What follows belongs to an exercise in optimizing a design on an open flow for small area; a production flow would make more cautious choices. At most, simulation tests tie the RTL to the original design; equivalence was not proved. Power is estimated from default activity; no workload was simulated.

==> run a: inputs <==
==> flow/design.v <==
package mbd_pkg;
  localparam int CHANNELS_DEF = 8;
  localparam int FIELD_W      = 8;
  localparam int DELAY_W      = 16;
  localparam int EN_W         = 8;
  localparam int CNT_W        = 17;
  localparam int DATA_W       = 32;
  localparam int ADDR_W       = 3;
  localparam logic [DELAY_W-1:0] DELAY_RST = 16'd50;
  localparam logic [CNT_W-1:0]   CNT_MAX   = {CNT_W{1'b1}};
  localparam logic REG_DELAY  = 1'b0;
  localparam logic REG_ENABLE = 1'b1;
  typedef struct packed {
    logic stable;
    logic prev;
    logic press;
    logic rel;
  } lane_t;
endpackage
module mbd_cfg (
  input  logic                        clk,
  input  logic                        rst_n,
  input  logic                        psel,
  input  logic                        penable,
  input  logic                        pwrite,
  input  logic [mbd_pkg::ADDR_W-1:0]  paddr,
  input  logic [mbd_pkg::DATA_W-1:0]  pwdata,
  output logic [mbd_pkg::DATA_W-1:0]  prdata,
  output logic                        pready,
  output logic [mbd_pkg::DELAY_W-1:0] delay,
  output logic [mbd_pkg::EN_W-1:0]    enable
);
  logic [mbd_pkg::DELAY_W-1:0] delay_r;
  logic [mbd_pkg::EN_W-1:0]    enable_r;
  logic                        wr;
  logic                        sel;
  assign wr     = psel & penable & pwrite;
  assign sel    = paddr[mbd_pkg::ADDR_W-1];
  assign pready = 1'b1;
  assign delay  = delay_r;
  assign enable = enable_r;
  always_ff @(posedge clk) begin
    if (!rst_n) begin
      delay_r  <= mbd_pkg::DELAY_RST;
      enable_r <= '0;
    end else if (wr) begin
      case (sel)
        mbd_pkg::REG_DELAY:  delay_r  <= pwdata[mbd_pkg::DELAY_W-1:0];
        mbd_pkg::REG_ENABLE: enable_r <= pwdata[mbd_pkg::EN_W-1:0];
        default: ;
      endcase
    end
  end
  always_comb begin
    case (sel)
      mbd_pkg::REG_DELAY:
        prdata = {{(mbd_pkg::DATA_W-mbd_pkg::DELAY_W){1'b0}}, delay_r};
      mbd_pkg::REG_ENABLE:
        prdata = {{(mbd_pkg::DATA_W-mbd_pkg::EN_W){1'b0}}, enable_r};
      default:
        prdata = '0;
    endcase
  end
endmodule
module mbd_lane (
  input  logic                        clk,
  input  logic                        rst_n,
  input  logic                        step,
  input  logic                        en,
  input  logic                        raw,
  input  logic                        clr_p,
  input  logic                        clr_r,
  input  logic [mbd_pkg::DELAY_W-1:0] delay,
  output mbd_pkg::lane_t              lane_nxt
);
  logic                      last_r, stable_r, press_r, rel_r;
  logic [mbd_pkg::CNT_W-1:0] cnt_r;
  logic [mbd_pkg::CNT_W-1:0] cnt_nxt;
  logic                      upd;
  always_comb begin
    if (raw != last_r) begin
      cnt_nxt = '0;
    end else if (cnt_r == mbd_pkg::CNT_MAX) begin
      cnt_nxt = cnt_r;
    end else begin
      cnt_nxt = cnt_r + 1'b1;
    end
    upd = (cnt_nxt > {1'b0, delay}) && (stable_r != raw);
    if (en) begin
      lane_nxt.stable = upd ? raw : stable_r;
      lane_nxt.prev   = raw;
      lane_nxt.press  = (press_r & ~clr_p) | (upd & raw);
      lane_nxt.rel    = (rel_r & ~clr_r) | (upd & ~raw);
    end else begin
      lane_nxt = '0;
    end
  end
  always_ff @(posedge clk) begin
    if (!rst_n) begin
      last_r   <= 1'b0;
      stable_r <= 1'b0;
      press_r  <= 1'b0;
      rel_r    <= 1'b0;
      cnt_r    <= '0;
    end else if (step) begin
      last_r   <= lane_nxt.prev;
      stable_r <= lane_nxt.stable;
      press_r  <= lane_nxt.press;
      rel_r    <= lane_nxt.rel;
      cnt_r    <= en ? cnt_nxt : '0;
    end
  end
endmodule
module multi_button_debouncer #(
  parameter int CHANNELS = mbd_pkg::CHANNELS_DEF
) (
  input  logic                        clk,
  input  logic                        rst_n,
  input  logic                        in_valid,
  output logic                        in_ready,
  input  logic [mbd_pkg::FIELD_W-1:0] in_raw_levels,
  input  logic [mbd_pkg::FIELD_W-1:0] in_clear_pressed,
  input  logic [mbd_pkg::FIELD_W-1:0] in_clear_released,
  output logic                        out_valid,
  input  logic                        out_ready,
  output logic [mbd_pkg::FIELD_W-1:0] out_stable_levels,
  output logic [mbd_pkg::FIELD_W-1:0] out_previous_raw,
  output logic [mbd_pkg::FIELD_W-1:0] out_pressed_flags,
  output logic [mbd_pkg::FIELD_W-1:0] out_released_flags,
  input  logic                        psel,
  input  logic                        penable,
  input  logic                        pwrite,
  input  logic [mbd_pkg::ADDR_W-1:0]  paddr,
  input  logic [mbd_pkg::DATA_W-1:0]  pwdata,
  output logic [mbd_pkg::DATA_W-1:0]  prdata,
  output logic                        pready
);
  localparam int FW = mbd_pkg::FIELD_W;
  logic [mbd_pkg::DELAY_W-1:0] delay;
  logic [mbd_pkg::EN_W-1:0]    enable;
  logic          in_valid_r;
  logic [FW-1:0] raw_r, clr_p_r, clr_r_r;
  logic          out_valid_r;
  logic [FW-1:0] stable_r, prev_r, press_r, rel_r;
  logic          adv;
  logic [FW-1:0]  stable_nxt, prev_nxt, press_nxt, rel_nxt;
  mbd_cfg u_cfg (
    .clk     (clk),
    .rst_n   (rst_n),
    .psel    (psel),
    .penable (penable),
    .pwrite  (pwrite),
    .paddr   (paddr),
    .pwdata  (pwdata),
    .prdata  (prdata),
    .pready  (pready),
    .delay   (delay),
    .enable  (enable)
  );
  assign adv      = in_valid_r & (~out_valid_r | out_ready);
  assign in_ready = ~in_valid_r | adv;
  always_ff @(posedge clk) begin
    if (!rst_n) begin
      in_valid_r <= 1'b0;
    end else if (in_ready) begin
      in_valid_r <= in_valid;
    end
  end
  always_ff @(posedge clk) begin
    if (in_valid && in_ready) begin
      raw_r   <= in_raw_levels;
      clr_p_r <= in_clear_pressed;
      clr_r_r <= in_clear_released;
    end
  end
  genvar i;
  generate
    for (i = 0; i < CHANNELS; i++) begin : g_lane
      logic en_i, raw_i, clr_p_i, clr_r_i;
      mbd_pkg::lane_t lane_nxt_i;
      if (i < FW) begin : g_io
        assign raw_i   = raw_r[i];
        assign clr_p_i = clr_p_r[i];
        assign clr_r_i = clr_r_r[i];
      end else begin : g_noio
        assign raw_i   = 1'b0;
        assign clr_p_i = 1'b0;
        assign clr_r_i = 1'b0;
      end
      if (i < mbd_pkg::EN_W) begin : g_en
        assign en_i = enable[i];
      end else begin : g_noen
        assign en_i = 1'b0;
      end
      mbd_lane u_lane (
        .clk      (clk),
        .rst_n    (rst_n),
        .step     (adv),
        .en       (en_i),
        .raw      (raw_i),
        .clr_p    (clr_p_i),
        .clr_r    (clr_r_i),
        .delay    (delay),
        .lane_nxt (lane_nxt_i)
      );
      if (i < FW) begin : g_pack
        assign stable_nxt[i] = lane_nxt_i.stable;
        assign prev_nxt[i]   = lane_nxt_i.prev;
        assign press_nxt[i]  = lane_nxt_i.press;
        assign rel_nxt[i]    = lane_nxt_i.rel;
      end
    end
    for (i = CHANNELS; i < FW; i++) begin : g_pad
      assign stable_nxt[i] = 1'b0;
      assign prev_nxt[i]   = 1'b0;
      assign press_nxt[i]  = 1'b0;
      assign rel_nxt[i]    = 1'b0;
    end
  endgenerate
  always_ff @(posedge clk) begin
    if (!rst_n) begin
      out_valid_r <= 1'b0;
    end else if (adv) begin
      out_valid_r <= 1'b1;
    end else if (out_ready) begin
      out_valid_r <= 1'b0;
    end
  end
  always_ff @(posedge clk) begin
    if (adv) begin
      stable_r <= stable_nxt;
      prev_r   <= prev_nxt;
      press_r  <= press_nxt;
      rel_r    <= rel_nxt;
    end
  end
  assign out_valid          = out_valid_r;
  assign out_stable_levels  = stable_r;
  assign out_previous_raw   = prev_r;
  assign out_pressed_flags  = press_r;
  assign out_released_flags = rel_r;
endmodule
==> flow/run.sh <==
#!/bin/bash
# synth_recipe.tcl (not shown) runs the flow's synth.tcl, then flattens the netlist and writes it again
# the make line also repeats each setting of config.mk as NAME=value (left out here)
make -C /OpenROAD-flow-scripts/flow DESIGN_CONFIG=/design/flow/config.mk WORK_HOME=/design/flow/orfs CLKGATE_MAP_FILE= SYNTH_SCRIPT=/design/flow/synth_recipe.tcl finish
==> flow/config.mk <==
export PLATFORM = sky130hd
export DESIGN_NAME = multi_button_debouncer
export DESIGN_NICKNAME = multi_button_debouncer
export VERILOG_FILES = /design/flow/design.v
export SDC_FILE = /design/flow/constraint.sdc
export NUM_CORES = 4
export LEC_CHECK = 0
export CAP_MARGIN = 20
export CORE_MARGIN = 2
export CORE_UTILIZATION = 40
export SLEW_MARGIN = 20
==> flow/constraint.sdc <==
create_clock -name core_clock -period 5.0 [get_ports {clk}]
set_input_delay 1.0000 -clock core_clock [delete_from_list [all_inputs] [get_ports {clk}]]
set_output_delay 1.0000 -clock core_clock [all_outputs]
set_load 0.01 [all_outputs]
==> inputs of run b, as changes to run a <==
==> flow/design.v (replaced) <==
package mbd_pkg;
  localparam int CHANNELS_DEF = 8;
  localparam int FIELD_W      = 8;
  localparam int DELAY_W      = 16;
  localparam int EN_W         = 8;
  localparam int DATA_W       = 32;
  localparam int ADDR_W       = 3;
  localparam logic [DELAY_W-1:0] DELAY_RST = 16'd50;
  localparam logic REG_DELAY  = 1'b0;
  localparam logic REG_ENABLE = 1'b1;
endpackage
module mbd_cfg (
  input  logic                        clk,
  input  logic                        rst_n,
  input  logic                        psel,
  input  logic                        penable,
  input  logic                        pwrite,
  input  logic [mbd_pkg::ADDR_W-1:0]  paddr,
  input  logic [mbd_pkg::DATA_W-1:0]  pwdata,
  output logic [mbd_pkg::DATA_W-1:0]  prdata,
  output logic                        pready,
  output logic [mbd_pkg::DELAY_W-1:0] delay,
  output logic [mbd_pkg::EN_W-1:0]    enable
);
  logic [mbd_pkg::DELAY_W-1:0] delay_r;
  logic [mbd_pkg::EN_W-1:0]    enable_r;
  logic                        wr;
  logic                        sel;
  assign wr     = psel & penable & pwrite;
  assign sel    = paddr[mbd_pkg::ADDR_W-1];
  assign pready = 1'b1;
  assign delay  = delay_r;
  assign enable = enable_r;
  always_ff @(posedge clk) begin
    if (!rst_n) begin
      delay_r  <= mbd_pkg::DELAY_RST;
      enable_r <= '0;
    end else if (wr) begin
      if (sel == mbd_pkg::REG_DELAY) delay_r  <= pwdata[mbd_pkg::DELAY_W-1:0];
      else                           enable_r <= pwdata[mbd_pkg::EN_W-1:0];
    end
  end
  assign prdata = sel ? {{(mbd_pkg::DATA_W-mbd_pkg::EN_W){1'b0}}, enable_r}
                      : {{(mbd_pkg::DATA_W-mbd_pkg::DELAY_W){1'b0}}, delay_r};
endmodule
module mbd_lane (
  input  logic                        clk,
  input  logic                        step,    
  input  logic                        en,      
  input  logic                        raw,
  input  logic                        clr_p,
  input  logic                        clr_r,
  input  logic [mbd_pkg::DELAY_W-1:0] delay,
  output logic                        last_q,
  output logic                        stable_q,
  output logic                        press_q,
  output logic                        rel_q
);
  logic [mbd_pkg::DELAY_W-1:0] cnt_q;
  logic                        chg, upd;
  assign chg = raw ^ last_q;
  assign upd = ~chg & (last_q ^ stable_q) & (cnt_q >= delay);
  always_ff @(posedge clk) begin
    cnt_q <= (step & chg) ? '0 : cnt_q + {{(mbd_pkg::DELAY_W-1){1'b0}}, step};
  end
  always_ff @(posedge clk) begin
    if (step) begin
      last_q   <= en & raw;
      stable_q <= en & (stable_q ^ upd);
      press_q  <= en & ((press_q & ~clr_p) | (upd & raw));
      rel_q    <= en & ((rel_q & ~clr_r) | (upd & ~raw));
    end
  end
endmodule
module multi_button_debouncer #(
  parameter int CHANNELS = mbd_pkg::CHANNELS_DEF
) (
  input  logic                        clk,
  input  logic                        rst_n,
  input  logic                        in_valid,
  output logic                        in_ready,
  input  logic [mbd_pkg::FIELD_W-1:0] in_raw_levels,
  input  logic [mbd_pkg::FIELD_W-1:0] in_clear_pressed,
  input  logic [mbd_pkg::FIELD_W-1:0] in_clear_released,
  output logic                        out_valid,
  input  logic                        out_ready,
  output logic [mbd_pkg::FIELD_W-1:0] out_stable_levels,
  output logic [mbd_pkg::FIELD_W-1:0] out_previous_raw,
  output logic [mbd_pkg::FIELD_W-1:0] out_pressed_flags,
  output logic [mbd_pkg::FIELD_W-1:0] out_released_flags,
  input  logic                        psel,
  input  logic                        penable,
  input  logic                        pwrite,
  input  logic [mbd_pkg::ADDR_W-1:0]  paddr,
  input  logic [mbd_pkg::DATA_W-1:0]  pwdata,
  output logic [mbd_pkg::DATA_W-1:0]  prdata,
  output logic                        pready
);
  localparam int FW = mbd_pkg::FIELD_W;
  logic [mbd_pkg::DELAY_W-1:0] delay;
  logic [mbd_pkg::EN_W-1:0]    enable;
  logic          in_valid_r;
  logic [FW-1:0] raw_r, clr_p_r, clr_r_r;
  logic          out_valid_r;
  logic          adv, step;
  logic [FW-1:0] en;
  mbd_cfg u_cfg (
    .clk     (clk),
    .rst_n   (rst_n),
    .psel    (psel),
    .penable (penable),
    .pwrite  (pwrite),
    .paddr   (paddr),
    .pwdata  (pwdata),
    .prdata  (prdata),
    .pready  (pready),
    .delay   (delay),
    .enable  (enable)
  );
  assign adv      = in_valid_r & (~out_valid_r | out_ready);
  assign in_ready = ~in_valid_r | adv;
  assign step     = adv | ~rst_n;
  assign en       = enable & {FW{rst_n}};
  always_ff @(posedge clk) begin
    if (!rst_n) begin
      in_valid_r <= 1'b0;
    end else if (in_ready) begin
      in_valid_r <= in_valid;
    end
  end
  always_ff @(posedge clk) begin
    if (in_ready) begin
      raw_r   <= in_raw_levels;
      clr_p_r <= in_clear_pressed;
      clr_r_r <= in_clear_released;
    end
  end
  genvar i;
  generate
    for (i = 0; i < FW; i++) begin : g_lane
      mbd_lane u_lane (
        .clk      (clk),
        .step     (step),
        .en       (en[i]),
        .raw      (raw_r[i]),
        .clr_p    (clr_p_r[i]),
        .clr_r    (clr_r_r[i]),
        .delay    (delay),
        .last_q   (out_previous_raw[i]),
        .stable_q (out_stable_levels[i]),
        .press_q  (out_pressed_flags[i]),
        .rel_q    (out_released_flags[i])
      );
    end
  endgenerate
  always_ff @(posedge clk) begin
    if (!rst_n) begin
      out_valid_r <= 1'b0;
    end else if (adv) begin
      out_valid_r <= 1'b1;
    end else if (out_ready) begin
      out_valid_r <= 1'b0;
    end
  end
  assign out_valid = out_valid_r;
endmodule
==> flow/flow/run.sh (new file) <==
#!/bin/bash
# Standard layout with smaller port buffers and a clock tree of small buffers
# without dummy loads. Each tool's output is in orfs/logs; make's own output
# goes to make_finish.log.
set -euo pipefail
bash standard.sh \
  "BUFFER_PORTS_ARGS=-buffer_cell sky130_fd_sc_hd__buf_1" \
  "CTS_ARGS=-sink_clustering_enable -repair_clock_nets -dont_use_dummy_load -buf_list {sky130_fd_sc_hd__clkbuf_2 sky130_fd_sc_hd__clkbuf_4 sky130_fd_sc_hd__clkbuf_8}" \
  finish > make_finish.log 2>&1
==> flow/standard.sh (new file) <==
#!/bin/bash
# synth_recipe.tcl (not shown) runs the flow's synth.tcl, then flattens the netlist and writes it again
# the make line also repeats each setting of config.mk as NAME=value (left out here)
make -C /OpenROAD-flow-scripts/flow DESIGN_CONFIG=/design/flow/config.mk WORK_HOME=/design/flow/orfs CLKGATE_MAP_FILE= SYNTH_SCRIPT=/design/flow/synth_recipe.tcl "${@:-finish}"
removed: flow/run.sh
==> notes <==
In run a the routed wire length is larger than in run b, by about 80%. The first-iteration DRC count of run a is 3.1 times that of run b. Between run a and run b, the lower sequential share of layout area is in run a (gap 8.0 points). In run b the non-clock buffer count is lower than in run a, by 17. Worst hold slack: run b is better than run a (0.0076 ns). Area after synthesis: run a is higher than run b (40%). Of run b and run a, run a has the higher cell count (gap 37%, measured against run a). Between run a and run b, the lower synthesized cell count is in run b (gap about 70%, measured against run b). Between run b and run a, the lower utilization is in run b (gap 2.2 points).
==> figures <==
                                                                          run b                      run a
Start point of the critical path                                      out_ready  g_lane[7].u_lane.cnt_r[6]
Avg Vias per Cell                                                          5.13                       5.74
Vias in the first global route                                             8439                      14300
Row count                                                                    62                         74
Source of the worst hold timing path                          u_cfg.delay_r[14]           u_cfg.delay_r[2]
Critical path destination                            g_lane[0].u_lane.cnt_q[15]                stable_r[7]
Required @ worst endpoint                                               5.43 ns                    5.32 ns
Total number of nets in the final design                                   1525                       2327
Crit path top cell by count                            sky130_fd_sc_hd__nand3_1    sky130_fd_sc_hd__nor2_1
Wirelength per Cell                                                     16.0 um                    18.5 um
Reg-to-reg slack, setup                                                 1.65 ns                    0.67 ns
Cts bufs inserted                                                            37                         30
Invs w/o clock                                                               44                         50
Most common cell after layout, fill and taps aside     sky130_fd_sc_hd__dfxtp_1    sky130_fd_sc_hd__nor2_1
Net switching component of the power                                   0.999 mW                    1.17 mW
Total GRT Usage                                                           17.8%                      22.9%
Count of unique library cells instantiated by Yosys                          47                         82
Cell count after synthesis                                                 1226                       2064
Outcome                                        no timing/DRC/antenna violations  no timing/DRC/antenna violations
Only the layout flow was run in run b; the RTL was not checked for function there.

separate check: timing with driven ports:
In the flow no input, the clock included, has a driving cell. The finished layouts below were timed again as built, in two steps. Step 1: set_driving_cell puts a clkbuf_16 on clk and a buf_2 on each other input, an assumption about the parent block. Step 2, shift: input delay + t, output delay - t, t = (earliest + latest rising clock arrival at the registers) / 2. This alone moves slack from input paths to output paths. a / b / c = ideal ports / drivers / drivers and shift; a / b = the first two.
run	t, ns	setup slack, ns	hold slack, ns	clock arrival spread, ns
run a	0.633	0.670 / 0.670 / 0.670	0.455 / 0.455 / 0.455	0.012 / 0.013
run b	0.538	1.478 / 1.501 / 0.963	0.462 / 0.462 / 0.462	0.062 / 0.062
After both steps every run listed still meets setup and hold. The setup slack of run b, which loses most, moves by +0.023 ns with the drivers and by -0.515 ns with both steps.
